Source: an optimization exercise on an open RTL-to-GDS flow (aim: small area, a short achievable clock period and few clock cycles per item). Production flows keep margins and buffers that such runs may drop. Where RTL was checked, it was by simulation tests only, not by an equivalence proof against the original. No activity file was given, so power comes from the tool's default toggle rates.

==> run R <==
==> flow/design.v (excerpt) <==
module systolic_mm_top #(
    parameter int N = 4                      
) (
    input  logic                          clk,
    input  logic                          reset,    
    input  logic                          load_i,   
    input  logic                          start_i,  
    input  logic [N*N*sa_pkg::DATA_W-1:0] a_i,      
    input  logic [N*N*sa_pkg::DATA_W-1:0] b_i,      
    output logic [N*N*sa_pkg::DATA_W-1:0] c_o,      
    output logic                          done_o    
);
    localparam int W = sa_pkg::DATA_W;
    logic [N-1:0][N-1:0][W-1:0] a_q;         
    logic [N-1:0][N-1:0][W-1:0] b_q;         
    logic [N*N*W-1:0]           p_q;         
    logic [2:0]                 cnt;         
    logic                       step;
    assign step = start_i && !load_i && !done_o;
    always_ff @(posedge clk) begin
        if (load_i) begin
            for (int m = 0; m < N; m++)
                for (int s = 0; s < N; s++) begin
                    a_q[m][s] <= a_i[(m*N+s)*W +: W];
                    b_q[m][s] <= b_i[(s*N+m)*W +: W];
                end
        end else if (step) begin
            for (int m = 0; m < N; m++)
                for (int s = 0; s < N-1; s++) begin
                    a_q[m][s] <= a_q[m][s+1];
                    b_q[m][s] <= b_q[m][s+1];
                end
        end
    end
    always_ff @(posedge clk or negedge reset) begin
        if (!reset) begin
            cnt    <= '0;
            done_o <= 1'b0;
        end else if (load_i) begin
            cnt    <= '0;
            done_o <= 1'b0;
        end else if (step) begin
            cnt    <= cnt + 1'b1;
            done_o <= (cnt == 3'(N));
        end
    end
    for (genvar m = 0; m < N; m++) begin : g_row
        for (genvar k = 0; k < N; k++) begin : g_col
            sa_pkg::fp_word_u prod;
            sa_pkg::fp_word_u sum;
            fp_mul u_mul (.a_i(a_q[m][0]), .b_i(b_q[k][0]), .p_o(prod));
  ...
==> module fp_mul, before the edit <==
module fp_mul (
    input  sa_pkg::fp_word_u a_i,
    input  sa_pkg::fp_word_u b_i,
    output sa_pkg::fp_word_u p_o
);
    logic [7:0]  x, y;              
    logic [7:0][15:0] pp;           
    logic [5:0][15:0] s1;           
    logic [3:0][15:0] s2;
    logic [2:0][15:0] s3;
    logic [1:0][15:0] s4;
    logic [15:0] prod;
    logic        top;
    logic [9:0]  e0, e1;            
    logic        bad0, bad1;        
    logic        sign, zero;
    function automatic logic [31:0] csa(input logic [15:0] p, input logic [15:0] q, input logic [15:0] r);
        logic [15:0] s, c;
        s = p ^ q ^ r;
        c = ((p & q) | (p & r) | (q & r)) << 1;
        csa = {c, s};
    endfunction
    always_comb begin
        x = {1'b1, a_i.fields.man};
        y = {1'b1, b_i.fields.man};
        for (int i = 0; i < 8; i++) pp[i] = y[i] ? (16'(x) << i) : 16'd0;
        s1[1:0] = csa(pp[0], pp[1], pp[2]);
        s1[3:2] = csa(pp[3], pp[4], pp[5]);
        s1[4] = pp[6];
        s1[5] = pp[7];
        s2[1:0] = csa(s1[0], s1[1], s1[2]);
        s2[3:2] = csa(s1[3], s1[4], s1[5]);
        s3[1:0] = csa(s2[0], s2[1], s2[2]);
        s3[2] = s2[3];
        s4[1:0] = csa(s3[0], s3[1], s3[2]);
        prod = s4[0] + s4[1];
        top  = prod[15];
        e0 = {2'b00, a_i.fields.exp} + {2'b00, b_i.fields.exp} - 10'd127;
        e1 = {2'b00, a_i.fields.exp} + {2'b00, b_i.fields.exp} - 10'd126;
        bad0 = e0[9] || (e0 == 10'd0) || (e0 > 10'd254);
        bad1 = e1[9] || (e1 == 10'd0) || (e1 > 10'd254);
        sign = a_i.fields.sign ^ b_i.fields.sign;
        zero = (a_i.fields.exp == 8'd0) || (b_i.fields.exp == 8'd0);
        if (zero) begin
            p_o.raw = '0;
        end else if (top ? bad1 : bad0) begin
            p_o.raw = {sign, 8'hFF, 7'h00};
        end else begin
            p_o.raw = {sign, (top ? e1[7:0] : e0[7:0]), (top ? prod[14:8] : prod[13:7])};
        end
    end
endmodule
==> module fp_add, before the edit <==
module fp_add (
    input  sa_pkg::fp_word_u a_i,   
    input  sa_pkg::fp_word_u b_i,   
    output sa_pkg::fp_word_u s_o
);
    logic [7:0] xe, ye;
    logic [6:0] xm, ym;
    logic [8:0] dxy, dyx;           
    logic       x_big;              
    logic [7:0] y_al, x_al;         
    logic [8:0] sx, sy;             
    logic [8:0] s;
    logic [7:0] he, he1;
    logic       special;
    always_comb begin
        xe = a_i.fields.exp;  xm = a_i.fields.man;
        ye = b_i.fields.exp;  ym = b_i.fields.man;
        dxy = {1'b0, xe} - {1'b0, ye};
        dyx = {1'b0, ye} - {1'b0, xe};
        x_big = a_i.raw[14:0] >= b_i.raw[14:0];
        y_al = (dxy[7:3] != 5'd0) ? 8'd0 : ({1'b1, ym} >> dxy[2:0]);
        x_al = (dyx[7:3] != 5'd0) ? 8'd0 : ({1'b1, xm} >> dyx[2:0]);
        sx = {1'b0, 1'b1, xm} + {1'b0, y_al};
        sy = {1'b0, 1'b1, ym} + {1'b0, x_al};
        s   = x_big ? sx : sy;
        he  = x_big ? xe : ye;
        he1 = x_big ? (xe + 8'd1) : (ye + 8'd1);
        s_o.fields.sign = a_i.fields.sign;
        s_o.fields.exp  = s[8] ? he1 : he;
        s_o.fields.man  = s[8] ? s[7:1] : s[6:0];
        special = 1'b0;
        if ((&xe) || (&ye)) begin
            s_o.raw = '0;
        end else if (a_i.raw == '0) begin
            s_o = b_i;
        end else if (b_i.raw == '0) begin
            s_o = a_i;
        end else if (a_i.fields.sign != b_i.fields.sign) begin
            s_o.raw = '0;
        end
    end
endmodule
==> module systolic_mm_top, before the edit <==
module systolic_mm_top #(
    parameter int N = 4                      
) (
    input  logic                          clk,
    input  logic                          reset,    
    input  logic                          load_i,   
    input  logic                          start_i,  
    input  logic [N*N*sa_pkg::DATA_W-1:0] a_i,      
    input  logic [N*N*sa_pkg::DATA_W-1:0] b_i,      
    output logic [N*N*sa_pkg::DATA_W-1:0] c_o,      
    output logic                          done_o    
);
    localparam int W = sa_pkg::DATA_W;
    logic [N-1:0][N-1:0][W-1:0] a_q;         
    logic [N-1:0][N-1:0][W-1:0] b_q;         
    logic [N*N*W-1:0]           p_q;         
    logic [2:0]                 cnt;         
    logic                       step;
    assign step = start_i && !load_i && !done_o;
    always_ff @(posedge clk) begin
        if (load_i) begin
            for (int m = 0; m < N; m++)
                for (int s = 0; s < N; s++) begin
                    a_q[m][s] <= a_i[(m*N+s)*W +: W];
                    b_q[m][s] <= b_i[(s*N+m)*W +: W];
                end
        end else if (step) begin
            for (int m = 0; m < N; m++)
                for (int s = 0; s < N-1; s++) begin
                    a_q[m][s] <= a_q[m][s+1];
                    b_q[m][s] <= b_q[m][s+1];
                end
        end
    end
    always_ff @(posedge clk or negedge reset) begin
        if (!reset) begin
            cnt    <= '0;
            done_o <= 1'b0;
        end else if (load_i) begin
            cnt    <= '0;
            done_o <= 1'b0;
        end else if (step) begin
            cnt    <= cnt + 1'b1;
            done_o <= (cnt == 3'(N));
        end
    end
    for (genvar m = 0; m < N; m++) begin : g_row
        for (genvar k = 0; k < N; k++) begin : g_col
            sa_pkg::fp_word_u prod;
            sa_pkg::fp_word_u sum;
            fp_mul u_mul (.a_i(a_q[m][0]), .b_i(b_q[k][0]), .p_o(prod));
            fp_add u_add (.a_i(c_o[(m*N+k)*W +: W]), .b_i(p_q[(m*N+k)*W +: W]), .s_o(sum));
            always_ff @(posedge clk) begin
                if (load_i) begin
                    p_q[(m*N+k)*W +: W] <= '0;
                    c_o[(m*N+k)*W +: W] <= '0;
                end else if (step) begin
                    p_q[(m*N+k)*W +: W] <= prod.raw;
                    c_o[(m*N+k)*W +: W] <= sum.raw;
                end
            end
        end
    end
endmodule
export LEC_CHECK = 0
export CAP_MARGIN = 20
export CORE_MARGIN = 2
export CORE_UTILIZATION = 40
export SLEW_MARGIN = 20
create_clock -name core_clock -period 14.0 [get_ports {clk}]
run.sh (not shown) runs the stock make flow with config.mk's settings and CLKGATE_MAP_FILE= SYNTH_SCRIPT=/design/flow/synth_recipe.tcl, a recipe that flattens the netlist after the stock synthesis.
==> run X (differences from run R) <==
==> flow/design.v (replaced) <==
package sa_pkg;
    localparam int DATA_W   = 16;    
    localparam int EXP_W    = 8;     
    localparam int MAN_W    = 7;     
    localparam int EXP_BIAS = 127;   
    localparam int EXP_MAX  = 254;   
    typedef union packed {
        logic [DATA_W-1:0] raw;      
        struct packed {
            logic             sign;  
            logic [EXP_W-1:0] exp;   
            logic [MAN_W-1:0] man;   
        } fields;
    } fp_word_u;
endpackage
module fp_mul (
    input  sa_pkg::fp_word_u a_i,
    input  sa_pkg::fp_word_u b_i,
    output logic             sign_o,
    output logic             top_o,
    output logic [7:0]       man_o,
    output logic [7:0]       exp0_o,
    output logic             bad0_o,
    output logic             bad1_o,
    output logic             zero_o
);
    logic [7:0]       x, y;         
    logic [7:0][15:0] pp;           
    logic [5:0][15:0] s1;           
    logic [3:0][15:0] s2;
    logic [2:0][15:0] s3;
    logic [1:0][15:0] s4;
    logic [15:0]      prod;
    logic [9:0]       e0, e1;       
    function automatic logic [31:0] csa(input logic [15:0] p, input logic [15:0] q, input logic [15:0] r);
        logic [15:0] s, c;
        s = p ^ q ^ r;
        c = ((p & q) | (p & r) | (q & r)) << 1;
        csa = {c, s};
    endfunction
    always_comb begin
        x = {1'b1, a_i.fields.man};
        y = {1'b1, b_i.fields.man};
        for (int i = 0; i < 8; i++) pp[i] = y[i] ? (16'(x) << i) : 16'd0;
        s1[1:0] = csa(pp[0], pp[1], pp[2]);
        s1[3:2] = csa(pp[3], pp[4], pp[5]);
        s1[4] = pp[6];
        s1[5] = pp[7];
        s2[1:0] = csa(s1[0], s1[1], s1[2]);
        s2[3:2] = csa(s1[3], s1[4], s1[5]);
        s3[1:0] = csa(s2[0], s2[1], s2[2]);
        s3[2] = s2[3];
        s4[1:0] = csa(s3[0], s3[1], s3[2]);
        prod  = s4[0] + s4[1];
        top_o = prod[15];
        man_o = prod[14:7];
        e0 = {2'b00, a_i.fields.exp} + {2'b00, b_i.fields.exp} - 10'd127;
        e1 = {2'b00, a_i.fields.exp} + {2'b00, b_i.fields.exp} - 10'd126;
        exp0_o = e0[7:0];
        bad0_o = e0[9] || (e0 == 10'd0) || (e0 > 10'd254);
        bad1_o = e1[9] || (e1 == 10'd0) || (e1 > 10'd254);
        zero_o = (a_i.fields.exp == 8'd0) || (b_i.fields.exp == 8'd0);
        sign_o = a_i.fields.sign ^ b_i.fields.sign;
    end
endmodule
module fp_add (
    input  sa_pkg::fp_word_u a_i,       
    input  logic             b_sign_i,  
    input  logic             b_top_i,
    input  logic [7:0]       b_man_i,
    input  logic [7:0]       b_exp0_i,
    input  logic             b_bad0_i,
    input  logic             b_bad1_i,
    input  logic             b_zero_i,
    output sa_pkg::fp_word_u s_o
);
    logic [7:0] xe, ye, ye1;
    logic [6:0] xm, ym;
    logic       b_ovf;              
    logic [2:0] dxy, dyx;           
    logic [8:0] d;                  
    logic       x_big;              
    logic       near;               
    logic [7:0] y_al, x_al;         
    logic [8:0] sx, sy;             
    logic [15:0] y_word;            
    always_comb begin
        xe = a_i.fields.exp;  xm = a_i.fields.man;
        ym  = b_top_i ? b_man_i[7:1] : b_man_i[6:0];
        ye  = b_exp0_i + {7'd0, b_top_i};
        ye1 = b_exp0_i + {7'd0, b_top_i} + 8'd1;
        b_ovf = b_top_i ? b_bad1_i : b_bad0_i;
        y_word = {b_sign_i, ye, ym};
        dxy = xe[2:0] - b_exp0_i[2:0] - {2'd0, b_top_i};
        dyx = b_exp0_i[2:0] + {2'd0, b_top_i} - xe[2:0];
        d   = {1'b0, xe} - {1'b0, b_exp0_i} - {8'd0, b_top_i};
        x_big = !d[8];
        near  = (d[8:3] == 6'b000000) || ((d[8:3] == 6'b111111) && (d[2:0] != 3'd0));
        y_al = {1'b1, ym} >> dxy;
        x_al = {1'b1, xm} >> dyx;
        sx = {1'b0, 1'b1, xm} + {1'b0, y_al};
        sy = {1'b0, 1'b1, ym} + {1'b0, x_al};
        s_o.fields.sign = a_i.fields.sign;
        if (x_big) begin
            if (!near)       begin s_o.fields.exp = xe;         s_o.fields.man = xm;       end
            else if (sx[8])  begin s_o.fields.exp = xe + 8'd1;  s_o.fields.man = sx[7:1];  end
            else             begin s_o.fields.exp = xe;         s_o.fields.man = sx[6:0];  end
        end else begin
            if (!near)       begin s_o.fields.exp = ye;         s_o.fields.man = ym;       end
            else if (sy[8])  begin s_o.fields.exp = ye1;        s_o.fields.man = sy[7:1];  end
            else             begin s_o.fields.exp = ye;         s_o.fields.man = sy[6:0];  end
        end
        if ((&xe) || (b_ovf && !b_zero_i)) begin
            s_o.raw = '0;
        end else if (a_i.raw == '0) begin
            s_o.raw = b_zero_i ? 16'h0000 : y_word;
        end else if (b_zero_i) begin
            s_o = a_i;
        end else if (a_i.fields.sign != b_sign_i) begin
            s_o.raw = '0;
        end
    end
endmodule
module systolic_mm_top #(
    parameter int N = 4                      
) (
    input  logic                          clk,
    input  logic                          reset,    
    input  logic                          load_i,   
    input  logic                          start_i,  
    input  logic [N*N*sa_pkg::DATA_W-1:0] a_i,      
    input  logic [N*N*sa_pkg::DATA_W-1:0] b_i,      
    output logic [N*N*sa_pkg::DATA_W-1:0] c_o,      
    output logic                          done_o    
);
    localparam int W = sa_pkg::DATA_W;
    logic [N-1:0][N-1:0][W-1:0] a_q;         
    logic [N-1:0][N-1:0][W-1:0] b_q;         
    localparam int PW = 21;                  
    logic [N*N*PW-1:0]          p_q;
    logic [2:0]                 cnt;         
    logic                       step;
    assign step = start_i && !load_i && !done_o;
    always_ff @(posedge clk) begin
        if (load_i) begin
            for (int m = 0; m < N; m++)
                for (int s = 0; s < N; s++) begin
                    a_q[m][s] <= a_i[(m*N+s)*W +: W];
                    b_q[m][s] <= b_i[(s*N+m)*W +: W];
                end
        end else if (step) begin
            for (int m = 0; m < N; m++)
                for (int s = 0; s < N-1; s++) begin
                    a_q[m][s] <= a_q[m][s+1];
                    b_q[m][s] <= b_q[m][s+1];
                end
        end
    end
    always_ff @(posedge clk or negedge reset) begin
        if (!reset) begin
            cnt    <= '0;
            done_o <= 1'b0;
        end else if (load_i) begin
            cnt    <= '0;
            done_o <= 1'b0;
        end else if (step) begin
            cnt    <= cnt + 1'b1;
            done_o <= (cnt == 3'(N));
        end
    end
    for (genvar m = 0; m < N; m++) begin : g_row
        for (genvar k = 0; k < N; k++) begin : g_col
            logic [PW-1:0]    prod;          
            logic [PW-1:0]    pq;
            sa_pkg::fp_word_u sum;
            fp_mul u_mul (.a_i(a_q[m][0]), .b_i(b_q[k][0]),
                          .sign_o(prod[20]), .top_o(prod[19]), .man_o(prod[18:11]),
                          .exp0_o(prod[10:3]), .bad0_o(prod[2]), .bad1_o(prod[1]), .zero_o(prod[0]));
            assign pq = p_q[(m*N+k)*PW +: PW];
            fp_add u_add (.a_i(c_o[(m*N+k)*W +: W]),
                          .b_sign_i(pq[20]), .b_top_i(pq[19]), .b_man_i(pq[18:11]),
                          .b_exp0_i(pq[10:3]), .b_bad0_i(pq[2]), .b_bad1_i(pq[1]), .b_zero_i(pq[0]),
                          .s_o(sum));
            always_ff @(posedge clk) begin
                if (load_i) begin
                    p_q[(m*N+k)*PW +: PW] <= '0;
                    c_o[(m*N+k)*W +: W]   <= '0;
                end else if (step) begin
                    p_q[(m*N+k)*PW +: PW] <= prod;
                    c_o[(m*N+k)*W +: W]   <= sum.raw;
                end
            end
        end
    end
endmodule
==> flow/flow/run.sh (new file) <==
#!/bin/bash
set -euo pipefail
SETUP_MARGIN=${SETUP_MARGIN:-9.5}
TNS_END=${TNS_END:-5}
bash standard.sh SETUP_SLACK_MARGIN=$SETUP_MARGIN TNS_END_PERCENT=$TNS_END finish > make_finish.log 2>&1
==> flow/standard.sh (new file) <==
#!/bin/bash
# synth_recipe.tcl (not shown) runs the flow's synth.tcl, then flattens the netlist and writes it again
# the make line also repeats each setting of config.mk as NAME=value (left out here)
make -C /OpenROAD-flow-scripts/flow DESIGN_CONFIG=/design/flow/config.mk WORK_HOME=/design/flow/orfs CLKGATE_MAP_FILE= SYNTH_SCRIPT=/design/flow/synth_recipe.tcl "${@:-finish}"
removed: flow/run.sh
==> run M (differences from run R) <==
--- a/flow/design.v
+++ b/flow/design.v
@@ -72,30 +72,39 @@
 );
     logic [7:0] xe, ye;
     logic [6:0] xm, ym;
-    logic [8:0] dxy, dyx;           
+    logic [2:0] dxy, dyx;           
+    logic [8:0] d;                  
     logic       x_big;              
+    logic       near;               
     logic [7:0] y_al, x_al;         
     logic [8:0] sx, sy;             
     logic [8:0] s;
-    logic [7:0] he, he1;
-    logic       special;
+    logic [7:0] he;
     always_comb begin
         xe = a_i.fields.exp;  xm = a_i.fields.man;
         ye = b_i.fields.exp;  ym = b_i.fields.man;
-        dxy = {1'b0, xe} - {1'b0, ye};
-        dyx = {1'b0, ye} - {1'b0, xe};
-        x_big = a_i.raw[14:0] >= b_i.raw[14:0];
-        y_al = (dxy[7:3] != 5'd0) ? 8'd0 : ({1'b1, ym} >> dxy[2:0]);
-        x_al = (dyx[7:3] != 5'd0) ? 8'd0 : ({1'b1, xm} >> dyx[2:0]);
+        dxy = xe[2:0] - ye[2:0];
+        dyx = ye[2:0] - xe[2:0];
+        d   = {1'b0, xe} - {1'b0, ye};
+        x_big = !d[8];
+        near  = (d[8:3] == 6'b000000) || ((d[8:3] == 6'b111111) && (d[2:0] != 3'd0));
+        y_al = {1'b1, ym} >> dxy;
+        x_al = {1'b1, xm} >> dyx;
         sx = {1'b0, 1'b1, xm} + {1'b0, y_al};
         sy = {1'b0, 1'b1, ym} + {1'b0, x_al};
-        s   = x_big ? sx : sy;
-        he  = x_big ? xe : ye;
-        he1 = x_big ? (xe + 8'd1) : (ye + 8'd1);
+        s  = x_big ? sx : sy;
+        he = x_big ? xe : ye;
         s_o.fields.sign = a_i.fields.sign;
-        s_o.fields.exp  = s[8] ? he1 : he;
-        s_o.fields.man  = s[8] ? s[7:1] : s[6:0];
-        special = 1'b0;
+        if (!near) begin
+            s_o.fields.exp = he;
+            s_o.fields.man = x_big ? xm : ym;
+        end else if (s[8]) begin
+            s_o.fields.exp = he + 8'd1;
+            s_o.fields.man = s[7:1];
+        end else begin
+            s_o.fields.exp = he;
+            s_o.fields.man = s[6:0];
+        end
         if ((&xe) || (&ye)) begin
             s_o.raw = '0;
         end else if (a_i.raw == '0) begin
==> run H (differences from run R) <==
--- a/flow/design.v
+++ b/flow/design.v
@@ -72,30 +72,39 @@
 );
     logic [7:0] xe, ye;
     logic [6:0] xm, ym;
-    logic [8:0] dxy, dyx;           
+    logic [2:0] dxy, dyx;           
+    logic [8:0] d;                  
     logic       x_big;              
+    logic       near;               
     logic [7:0] y_al, x_al;         
     logic [8:0] sx, sy;             
     logic [8:0] s;
-    logic [7:0] he, he1;
-    logic       special;
+    logic [7:0] he;
     always_comb begin
         xe = a_i.fields.exp;  xm = a_i.fields.man;
         ye = b_i.fields.exp;  ym = b_i.fields.man;
-        dxy = {1'b0, xe} - {1'b0, ye};
-        dyx = {1'b0, ye} - {1'b0, xe};
-        x_big = a_i.raw[14:0] >= b_i.raw[14:0];
-        y_al = (dxy[7:3] != 5'd0) ? 8'd0 : ({1'b1, ym} >> dxy[2:0]);
-        x_al = (dyx[7:3] != 5'd0) ? 8'd0 : ({1'b1, xm} >> dyx[2:0]);
+        dxy = xe[2:0] - ye[2:0];
+        dyx = ye[2:0] - xe[2:0];
+        d   = {1'b0, xe} - {1'b0, ye};
+        x_big = !d[8];
+        near  = (d[8:3] == 6'b000000) || ((d[8:3] == 6'b111111) && (d[2:0] != 3'd0));
+        y_al = {1'b1, ym} >> dxy;
+        x_al = {1'b1, xm} >> dyx;
         sx = {1'b0, 1'b1, xm} + {1'b0, y_al};
         sy = {1'b0, 1'b1, ym} + {1'b0, x_al};
-        s   = x_big ? sx : sy;
-        he  = x_big ? xe : ye;
-        he1 = x_big ? (xe + 8'd1) : (ye + 8'd1);
+        s  = x_big ? sx : sy;
+        he = x_big ? xe : ye;
         s_o.fields.sign = a_i.fields.sign;
-        s_o.fields.exp  = s[8] ? he1 : he;
-        s_o.fields.man  = s[8] ? s[7:1] : s[6:0];
-        special = 1'b0;
+        if (!near) begin
+            s_o.fields.exp = he;
+            s_o.fields.man = x_big ? xm : ym;
+        end else if (s[8]) begin
+            s_o.fields.exp = he + 8'd1;
+            s_o.fields.man = s[7:1];
+        end else begin
+            s_o.fields.exp = he;
+            s_o.fields.man = s[6:0];
+        end
         if ((&xe) || (&ye)) begin
             s_o.raw = '0;
         end else if (a_i.raw == '0) begin
==> flow/flow/run.sh (new file) <==
#!/bin/bash
set -euo pipefail
SETUP_MARGIN=${SETUP_MARGIN:-9.5}
bash standard.sh SETUP_SLACK_MARGIN=$SETUP_MARGIN finish > make_finish.log 2>&1
==> flow/standard.sh (new file) <==
#!/bin/bash
# synth_recipe.tcl (not shown) runs the flow's synth.tcl, then flattens the netlist and writes it again
# the make line also repeats each setting of config.mk as NAME=value (left out here)
make -C /OpenROAD-flow-scripts/flow DESIGN_CONFIG=/design/flow/config.mk WORK_HOME=/design/flow/orfs CLKGATE_MAP_FILE= SYNTH_SCRIPT=/design/flow/synth_recipe.tcl "${@:-finish}"
removed: flow/run.sh
==> notes.md <==
| item | run H | run R | run X | run M |
|---|---|---|---|---|
| Fraction of synthesized cell area taken by the top area cell type | 13.6% | 12.8% | 12.8% | 13.6% |
| Starting Density | 40.2% | 40.2% | 40.2% | 40.2% |
| HPWL after detailed placement | 302000 um | 334000 um | 319000 um | 301000 um |
| Outcome | complete, no violations | complete, no violations | complete, no violations | complete, no violations |
| Post-synthesis net count | 15165 | 16323 | 16211 | 15165 |
| Crit Reg-Reg Startpoint | b_q[66]$_DFFE_PP_ | a_q[196]$_DFFE_PP_ | b_q[5]$_DFFE_PP_ | a_q[4]$_DFFE_PP_ |
| Clock sinks | 1028 | 1028 | 1108 | 1028 |
| First element of the critical path | b_q[66]$_DFFE_PP_ | a_q[196]$_DFFE_PP_ | b_q[5]$_DFFE_PP_ | a_q[4]$_DFFE_PP_ |
| Worst Hold Endpoint | b_q[235]$_DFFE_PP_ | c_o[207]$_SDFFE_PP0P_ | p_q[249]$_SDFFE_PP0P_ | p_q[159]$_SDFFE_PP0P_ |
| Drt first-iter violations | 9289 | 9246 | 9665 | 8081 |
| Count leader, synth | nand2_1 | inv_1 | nand2_1 | nand2_1 |
| Count of TritonRoute iterations in the first routing pass | 7 | 7 | 6 | 6 |
| Pwr dens | 279 nW/um^2 | 243 nW/um^2 | 274 nW/um^2 | 260 nW/um^2 |
| Worst-Skew Late Latency | 880 ps | 830 ps | 890 ps | 860 ps |
| Simple-gate portion of the synthesized area | 18.6% | 18.3% | 17.0% | 18.6% |
| Number of instances in the placed design | 17185 | 18322 | 18190 | 17186 |
Testbench counts of run X, summed over its fixed seeds: cycles 2,304, items 384.
Testbench counts of run M, summed over its fixed seeds: cycles 2,304, items 384.
Testbench counts of run H, summed over its fixed seeds: cycles 2,304, items 384.
For run R, only the layout was checked, not whether the RTL still works.

separate check: timing with driven ports:
The flow's constraints put no driver on any port. The routed layouts listed below were extracted and timed again, unchanged, in two steps. Step 1 (the two cells are an assumption about what drives the block):
set clk [get_ports {clk}]
set_driving_cell -lib_cell sky130_fd_sc_hd__clkbuf_16 $clk
set_driving_cell -lib_cell sky130_fd_sc_hd__buf_2 [delete_from_list [all_inputs] $clk]
Step 2 moves the port delays by t, midway between the first and last clock arrival at a register: inputs arrive t later, outputs are due t later. That takes back most of the time a late clock gives input paths. Slacks: no drivers / after step 1 / after step 2; pairs: no drivers / after step 1.
| run | t (ns) | setup WS [ns] | worst slew at a driven data input, ns |
|---|---|---|---|
| run R | 0.915 | 7.359 / 7.359 / 6.644 | 0.45 |
| run X | 0.934 | 9.167 / 9.114 / 8.388 | 0.18 |
| run M | 0.928 | 7.474 / 7.474 / 7.139 | 0.17 |
| run H | 0.945 | 8.340 / 8.340 / 8.340 | 0.20 |
After both steps setup and hold are still met in every run listed. For run X, which loses most, drivers alone change the setup slack by -0.053 ns; drivers and shift together by -0.779 ns.
